What follows belongs to an exercise in optimizing a design on an open flow for small area, a short achievable clock period and few clock cycles per item; a production flow would make more cautious choices. The RTL was checked by simulation tests, not by an equivalence proof against the original design.

Setup of run B:
==> module sub_bytes_engine, before the edit <==
module sub_bytes_engine #(
   parameter int WORD_BYTES = 16,
   parameter int LANES      = 1,
   parameter int INVERSE_EN = 1
) (
   input  logic                    clk,
   input  logic                    rst_n,
   input  logic                    in_valid,
   output logic                    in_ready,
   input  logic [8*WORD_BYTES-1:0] in_data,
   input  logic                    in_inv,
   output logic                    out_valid,
   input  logic                    out_ready,
   output logic [8*WORD_BYTES-1:0] out_data,
   output logic                    busy
);
   logic                    v1_q, v2_q;
   logic                    inv1_q, inv2_q;
   logic                    in_inv_e;
   logic                    en;
   logic [8*WORD_BYTES-1:0] s1_d, s1_q;
   logic [8*WORD_BYTES-1:0] s2_d, s2_q;
   assign in_inv_e = in_inv & (INVERSE_EN != 0);
   for (genvar i = 0; i < WORD_BYTES; i++) begin : g_byte
      sb_s01 u_s01 (.si(in_data[8*i +: 8]), .inv(in_inv_e), .so(s1_d[8*i +: 8]));
      sb_s14 u_s14 (.si(s1_q[8*i +: 8]), .inv(1'b0), .so(s2_d[8*i +: 8]));
      sb_s45 u_s45 (.si(s2_q[8*i +: 8]), .inv(inv2_q), .so(out_data[8*i +: 8]));
   end
   assign en        = ~v2_q | out_ready;
   sb_ready u_ready (.full(v2_q), .taken(out_ready), .ready(in_ready));
   assign out_valid = v2_q;
   assign busy      = v1_q | v2_q;
   always_ff @(posedge clk or negedge rst_n) begin
      if (!rst_n) begin
         v1_q <= 1'b0;
         v2_q <= 1'b0;
      end else if (en) begin
         v1_q <= in_valid;
         v2_q <= v1_q;
      end
   end
   always_ff @(posedge clk) begin
      if (en) begin
         inv1_q <= in_inv_e;
         s1_q   <= s1_d;
         inv2_q <= inv1_q;
         s2_q   <= s2_d;
      end
   end
endmodule
==> module sb_ready, before the edit <==
module sb_ready(input logic full, input logic taken, output logic ready);
   assign ready = ~full | taken;
endmodule
clock: 7.5 ns
lec_check: 0
cap_margin: 20
core_margin: 2
core_utilization: 40
setup_slack_margin: 3.7
slew_margin: 20
synth_hierarchical: 1
synth_minimum_keep_size: 0
standard.sh (not shown) runs the stock make flow with config.mk's settings and CLKGATE_MAP_FILE= SYNTH_SCRIPT=/design/flow/synth_recipe.tcl, a recipe that flattens the netlist after the stock synthesis.
==> flow/flow/run.sh <==
#!/bin/bash
# The standard layout, with the port buffers made from sky130_fd_sc_hd__buf_2 instead of
# the buffer that buffer_ports picks by default (a slow delay cell).
set -euo pipefail
export BUFFER_PORTS_ARGS="-buffer_cell sky130_fd_sc_hd__buf_2"
bash standard.sh finish > standard_finish.log 2>&1
Testbench counts of run B, summed over its fixed seeds: cycles 1,616, items 1,600.
Changes in run Y relative to run B:
--- a/flow/design.v
+++ b/flow/design.v
@@ -25,11 +25,11 @@
       sb_s01 u_s01 (.si(in_data[8*i +: 8]), .inv(in_inv_e), .so(s1_d[8*i +: 8]));
       sb_s14 u_s14 (.si(s1_q[8*i +: 8]), .inv(1'b0), .so(s2_d[8*i +: 8]));
       sb_s45 u_s45 (.si(s2_q[8*i +: 8]), .inv(inv2_q), .so(out_data[8*i +: 8]));
    end
    assign en        = ~v2_q | out_ready;
-   sb_ready u_ready (.full(v2_q), .taken(out_ready), .ready(in_ready));
+   assign in_ready  = en;
    assign out_valid = v2_q;
    assign busy      = v1_q | v2_q;
    always_ff @(posedge clk or negedge rst_n) begin
       if (!rst_n) begin
          v1_q <= 1'b0;
@@ -46,13 +46,10 @@
          inv2_q <= inv1_q;
          s2_q   <= s2_d;
       end
    end
 endmodule
-module sb_ready(input logic full, input logic taken, output logic ready);
-   assign ready = ~full | taken;
-endmodule
 module sb_s01(si, inv, so);
   input [7:0] si;
   wire [7:0] si;
   input inv;
   wire inv;
==> run summary <==
- Between run Y and run B, the difference in post-route core utilization is negligible.
- Run B → run Y: pin slew with the least headroom to its limit went down 32 ps, global-route usage went up 1.1 points.
- Going from run B to run Y, the fraction of final layout cells sized beyond drive strength 1 was found to have gone up by 0.55 points.
- Run Y: number of global-route vias before repair 2.6% above run B
- Run Y ended up with a higher register-to-register slack than run B did.
- Run Y vs. run B: synthesis-to-layout area growth saw an increase.
- Run Y against run B: worst setup slack after layout lower; relative max-transition margin up 2.1 points.
Testbench counts of run Y, summed over its fixed seeds: cycles 1,616, items 1,600.

what the ideal ports hide:
In the flow no input, the clock included, has a driving cell. The finished layouts below were timed again as built, in two steps.
Step 1: set_driving_cell puts a clkbuf_16 on clk and a buf_2 on each other input, an assumption about the parent block.
Step 2 moves the port delays by t, midway between the first and last clock arrival at a register: inputs arrive t later, outputs are due t later. That takes back most of the time a late clock gives input paths.
Slacks: ideal ports / drivers / drivers and shift; pairs: ideal ports / drivers.
run | shift t [ns] | setup WS [ns] | worst setup path at the end | clock arrival spread, ns
run B | 0.592 | 3.826 / 3.773 / 3.865 | register to register | 0.024 / 0.024
run Y | 0.588 | 3.778 / 3.719 / 3.791 | input to output | 0.036 / 0.036
After both steps setup and hold are still met in every run listed.
